This is an optimization exercise on Yosys and OpenROAD, whose aim is small area and a short achievable clock period, not a production implementation. In this exercise RTL edits were held to simulation tests only and were not proved equivalent to the original. Power is estimated from default activity; no workload was simulated.

--- run.sh ---
#!/bin/bash
# synth_recipe.tcl (not shown) runs the flow's synth.tcl, then flattens the netlist and writes it again
# the make line also repeats each setting of config.mk as NAME=value (left out here)
make -C /OpenROAD-flow-scripts/flow DESIGN_CONFIG=/design/flow/config.mk WORK_HOME=/design/flow/orfs CLKGATE_MAP_FILE= SYNTH_SCRIPT=/design/flow/synth_recipe.tcl finish
--- config.mk ---
export PLATFORM = sky130hd
export DESIGN_NAME = pkt_fifo_sync
export DESIGN_NICKNAME = pkt_fifo_sync
export VERILOG_FILES = /design/flow/design.v
export SDC_FILE = /design/flow/constraint.sdc
export NUM_CORES = 4
export LEC_CHECK = 0
export CAP_MARGIN = 20
export CORE_MARGIN = 2
export CORE_UTILIZATION = 40
export SETUP_SLACK_MARGIN = 0.2
export SLEW_MARGIN = 20
--- constraint.sdc ---
create_clock -name core_clock -period 5.5 [get_ports {clk}]
set_input_delay 1.1000 -clock core_clock [delete_from_list [all_inputs] [get_ports {clk}]]
set_output_delay 1.1000 -clock core_clock [all_outputs]
set_load 0.01 [all_outputs]
--- design.v ---
module pkt_fifo_sync #(
  parameter int DATA_W    = 32,
  parameter int DEPTH     = 64,
  parameter int AF_THRESH = DEPTH - 4
) (
  input  logic                       clk,
  input  logic                       rst_n,
  input  logic                       s_tvalid,
  output logic                       s_tready,
  input  logic [DATA_W-1:0]          s_tdata,
  input  logic                       s_tlast,
  input  logic                       s_tuser,
  output logic                       m_tvalid,
  input  logic                       m_tready,
  output logic [DATA_W-1:0]          m_tdata,
  output logic                       m_tlast,
  output logic [$clog2(DEPTH+1)-1:0] level,
  output logic [$clog2(DEPTH+1)-1:0] pkt_count,
  output logic                       almost_full,
  output logic                       drop_pulse
);
  localparam int PTR_W = $clog2(DEPTH);
  localparam int CNT_W = $clog2(DEPTH + 1);
  localparam logic [PTR_W-1:0] PTR_ONE  = PTR_W'(1);
  localparam logic [CNT_W-1:0] CNT_ONE  = CNT_W'(1);
  localparam logic [CNT_W-1:0] CNT_FULL = CNT_W'(DEPTH);
  typedef enum logic {PASS, DROP} state_t;
  state_t             state, state_n;
  logic [PTR_W-1:0]   wr_ptr, wr_ptr_n, cm_ptr, cm_ptr_n, rd_ptr;
  logic [CNT_W-1:0]   cm_cnt, un_cnt, un_cnt_n, cm_add, pkt_count_r;
  logic               accept, pop, commit, wr_en, drop_n;
  logic [DATA_W:0]    mem [DEPTH];
  logic [DATA_W:0]    rd_word;
  assign level       = cm_cnt + un_cnt;
  assign pkt_count   = pkt_count_r;
  assign almost_full = (level >= CNT_W'(AF_THRESH));
  assign m_tvalid    = (cm_cnt != '0);
  assign rd_word     = mem[rd_ptr];
  assign m_tdata     = rd_word[DATA_W-1:0];
  assign m_tlast     = rd_word[DATA_W];
  assign pop         = m_tvalid && m_tready;
  assign accept      = s_tvalid && s_tready;
  always_comb begin
    state_n  = state;
    wr_ptr_n = wr_ptr;
    cm_ptr_n = cm_ptr;
    un_cnt_n = un_cnt;
    cm_add   = '0;
    commit   = 1'b0;
    wr_en    = 1'b0;
    drop_n   = 1'b0;
    s_tready = (state == DROP) ? 1'b1 : (level < CNT_FULL);
    case (state)
      PASS: begin
        if (un_cnt == CNT_FULL) begin
          state_n  = DROP;
          wr_ptr_n = cm_ptr;
          un_cnt_n = '0;
          drop_n   = 1'b1;
        end else if (accept) begin
          wr_en = 1'b1;
          if (s_tlast && s_tuser) begin
            wr_ptr_n = cm_ptr;
            un_cnt_n = '0;
            drop_n   = 1'b1;
          end else if (s_tlast) begin
            commit   = 1'b1;
            wr_ptr_n = wr_ptr + PTR_ONE;
            cm_ptr_n = wr_ptr + PTR_ONE;
            cm_add   = un_cnt + CNT_ONE;
            un_cnt_n = '0;
          end else begin
            wr_ptr_n = wr_ptr + PTR_ONE;
            un_cnt_n = un_cnt + CNT_ONE;
          end
        end
      end
      DROP: begin
        if (accept && s_tlast) state_n = PASS;
      end
      default: state_n = PASS;
    endcase
  end
  always_ff @(posedge clk or negedge rst_n) begin
    if (!rst_n) begin
      state       <= PASS;
      wr_ptr      <= '0;
      cm_ptr      <= '0;
      rd_ptr      <= '0;
      cm_cnt      <= '0;
      un_cnt      <= '0;
      pkt_count_r <= '0;
      drop_pulse  <= 1'b0;
    end else begin
      state       <= state_n;
      wr_ptr      <= wr_ptr_n;
      cm_ptr      <= cm_ptr_n;
      un_cnt      <= un_cnt_n;
      drop_pulse  <= drop_n;
      cm_cnt      <= cm_cnt + cm_add - CNT_W'(pop);
      pkt_count_r <= pkt_count_r + CNT_W'(commit) - CNT_W'(pop && m_tlast);
      if (pop) rd_ptr <= rd_ptr + PTR_ONE;
    end
  end
  always_ff @(posedge clk) begin
    if (wr_en) mem[wr_ptr] <= {s_tlast, s_tdata};
  end
endmodule
==> results_dict.tcl <==
set metrics [dict create \
    p_sw_share_pct 31.2 \
    path_max_fanout 14 \
    dp.cells 6711 \
    combPwrFrac_pct 31.9 \
    synth-seq-cells 2153 \
    post-synth-top-count-cell "edfxtp_1" \
    post_synth.cell_area_avg_um2 21.9 \
    syn_to_final_growth_pct 15.5 \
    initial_core_util_pct 40.3 \
    hold_class "input port to async pin" \
    startpoint_type "flip-flop" \
    p_clk_share_pct 29.3 \
    ys.warnings.count 1 \
    dpl-instance-area_um2 89400 \
    synth_fa_ha_area_share_pct 0.506 \
    coreArea_um2 207000 \
    p_leak_uw 0.0308 \
    antenna_found_initial 15 \
    dpl.hpwl_mm 135 \
    maxCapViolations 0 \
    synth_seq_area_share_pct 77.1 \
    critPathKind "flip-flop to output pin" \
    finalCriticalPeriod_ns 5.33 \
    synthSimpleGateAreaFrac_pct 1.66 \
    slew_viol_final 0 \
    syn-cell-area_um2 83600 \
    synth_flop_cell "edfxtp_1" \
    synth_compound_area_share_pct 2.80 \
    stdcell_area_um2 96600 \
    drt_iter0_drc 5723 \
    ir_worst_vdd_v 0.000359 \
    worstPathArrival_ns 4.23 \
    drt_wl_total_mm 238 \
    status "timing/DRC/antenna clean" \
    finalHoldViolCount 0 \
    yosysUniqueCellTypes 66 \
    nNetsFinal 4227 \
    async_flop_share_pct 1.90 \
    root_buffer "clkbuf_16" \
    power.density_nw_per_um2 502 \
    synth_top_area_share_pct 75.8 \
    final-instance-count-excl-fill 7120 \
    track_usage_pct 22.3 \
    drt-met1-wl_mm 97.0 \
    synthTopCellsByCount "edfxtp_1, mux4_2, mux2i_1, nand2_1, nor2_1" \
    postSynthCellCount 3824 \
    finalSetupViolCount 0 \
    post-route-period-util_pct 96.9 \
    rsz0062_at_grt "yes" \
    dieArea_um2 213000 \
    syn_nets 3894 \
    io_pins 89 \
    grt-ovfl-total 0 \
    vias 42500 \
    grt_max_degree 70 \
    synth-xor-area-share_pct 0.325 \
    wl_met3_mm 21.6 \
    ant_nets 0 \
    switchingPower_uw 15100 \
    cts_buffers 214 \
    seq_power_share_pct 38.8 \
    met2_length_mm 113 \
    synth_top_family_by_area "multiplexers" \
    grt_pass1_vias 42300 \
    clockBufferDepth 3 \
    synth_edf_count 2112 \
    wl_per_cell_um 33.4 \
    fin_ws_ns 0.172 \
    clock.fmax_mhz 188 \
    internal_power_uw 33400 \
    viasPerCell 5.97 \
    dp_slack_ns 0.519 \
    die_h_um 461 \
    path_clk_slew_ns 0.06 \
    drc 0 \
    insertion_delay_ns 0.86 \
    worst_ep_required_time_ns 4.40 \
    setup_tns_ns 0 \
    routabilityCongestion 0.818 \
    first_pass_iters 5 \
    end_kind "output pin" \
    maxSlewHeadroom_pct 25.3 \
    drive_above_1_share_pct 27.4 \
    synth_largest_area_cell "edfxtp_1" \
    cts_tree "built" \
    synthMuxAreaShare_pct 16.0 \
    tightest_slew_ns 1.12 \
    h-tree-depth 4 \
    rows 167 \
    portBuffers 88 \
    cts_num_sinks 2153 \
    clock_skew_ns 0.0564 \
    ys_top_cells_by_area "edfxtp_1, mux4_2, mux2i_1" \
    grt_pass1_wl_mm 332 \
    dr.max_layer_used "met5" \
    die_x_um 461 \
]
-- final timing paths --
| kind | slack (ns) | cells after the start | to | from |
|---|---|---|---|---|
| max in group asynchronous | 4.67 | 2 | rd_ptr[5] | rst_n |
| worst max-delay path | 0.17 | 7 | m_tdata[5] | rd_ptr[3] |
| worst min register to register | 0.49 | 2 | cm_ptr[2] | cm_ptr[2] |
| worst max register to register | 0.85 | 20 | pkt_count_r[6] | rd_ptr[0] |
| worst min-delay path | 0.33 | 2 | cm_cnt[1] | rst_n |
| min in group core_clock | 0.49 | 2 | cm_ptr[2] | cm_ptr[2] |
-- flip-flops by register name, indices dropped and copies added, names as in the netlist --
register     cells
drop_pulse       1
cm_ptr           6
cm_cnt           7
un_cnt           7
rd_ptr           6
wr_ptr           6
state            1
pkt_count_r      7
mem           2112
-- cell type report --
class                      instances  area (um2)
fill                           17100      111000
sequential                      2153       64500
multi-input combinational       1420       18400
clock buffer                     258        5560
tap                             2788        3490
timing repair buffer             327        3390
clock inverter                   130        1210
inverter                          41         166
antenna                            3        7.51
-- per-stage QoR --
stage               util [%]  power [uW]  hold slack [ns]
finish                  46.6       48500            0.327
global route            46.6       50200            0.360
CTS                     46.5       48600            0.301
detailed placement      43.1       34200            0.482
global placement        43.1       34100            0.470
floorplan                  -       28500            0.451
-- cells in the final DEF, fill, tap and decap left out, types with 13 or more instances in the layout --
| cell type | n |
|---|---|
| o21ai_0 | 32 |
| clkinv_2 | 48 |
| clkbuf_1 | 42 |
| clkdlybuf4s50_1 | 52 |
| nor2_4 | 59 |
| nor2_1 | 50 |
| dfrtp_1 | 35 |
| a211oi_1 | 13 |
| nand2_1 | 126 |
| nand4_1 | 13 |
| xnor2_1 | 23 |
| o22ai_1 | 43 |
| a221oi_1 | 22 |
| a21oi_1 | 70 |
| clkinv_1 | 45 |
| inv_1 | 36 |
| o221ai_1 | 38 |
| edfxtp_1 | 2112 |
| buf_4 | 189 |
| mux4_2 | 509 |
| o21ai_1 | 27 |
| clkbuf_16 | 218 |
| bufinv_16 | 17 |
| buf_2 | 18 |
| mux2i_1 | 183 |
| buf_12 | 49 |
| ha_1 | 29 |
-- power by group through the flow --
stage | Combinational, uW | Clock [uW] | Sequential (uW)
after floorplan | 9570 | 0 | 18900
final | 15500 | 14200 | 18800
after global placement | 14800 | 0 | 19300
after detailed placement | 14900 | 0 | 19300
after global routing | 16300 | 15000 | 18800
after CTS | 15400 | 14400 | 18800
-- timing repair --
action / in CTS / in global routing
setup buffers: 8 / 6
hold buffers: 0 / 0
endpoints found under the setup margin: 32 / 19
cloned: 1 / 2
resized for setup: 19 / 18
pin swaps: 0 / 3
-- layer usage --
layer / global-route usage [%] / up-vias
li1: - / 16800
met1: 31.5 / 23300
met2: 35.1 / 2068
met3: 4.60 / 313
met4: 6.43 / 10
met5: 0 / -
-- critical path, cell delays in order (launching register included) --
cell             delay, ns
dfrtp_4               0.63
inv_2                 0.46
buf_4                 0.41
nand2_1               0.08
a21oi_1               0.28
o22ai_1               0.13
o21ai_1               0.68
clkdlybuf4s50_1       0.68
-- logic make-up after synthesis --
| kind of cell | count (synthesis) |
|---|---|
| DFF | 2153 |
| buffers and inverters | 251 |
| AOI/OAI and AO/OA | 344 |
| and+or+nand+nor | 316 |
| adders and majority gates | 32 |
| xor gates and xnor gates | 31 |
| muxes | 697 |

==> static timing again, ports no longer ideal <==
The flow's constraints put no driver on any port. The routed layout listed below was extracted and timed again, unchanged, in two steps. Step 1 (the two cells are an assumption about what drives the block):
set clk [get_ports {clk}]
set_driving_cell -lib_cell sky130_fd_sc_hd__clkbuf_16 $clk
set_driving_cell -lib_cell sky130_fd_sc_hd__buf_2 [delete_from_list [all_inputs] $clk]
Step 2 also shifts input and output timing later by t, the mid clock arrival at the registers, as if the neighbouring blocks saw the same clock. a / b / c = ideal / step 1 / step 2; a / b = the first two.
t (ns): 0.920
slack for setup (ns): 0.172 / 0.081 / 0.846
worst register clock-pin slew, ns: 0.07 / 0.07
pins driven straight from the clock port: 1
After both steps setup and hold are still met in this run. For this run, drivers alone change the setup slack by -0.091 ns; drivers and shift together by +0.674 ns.
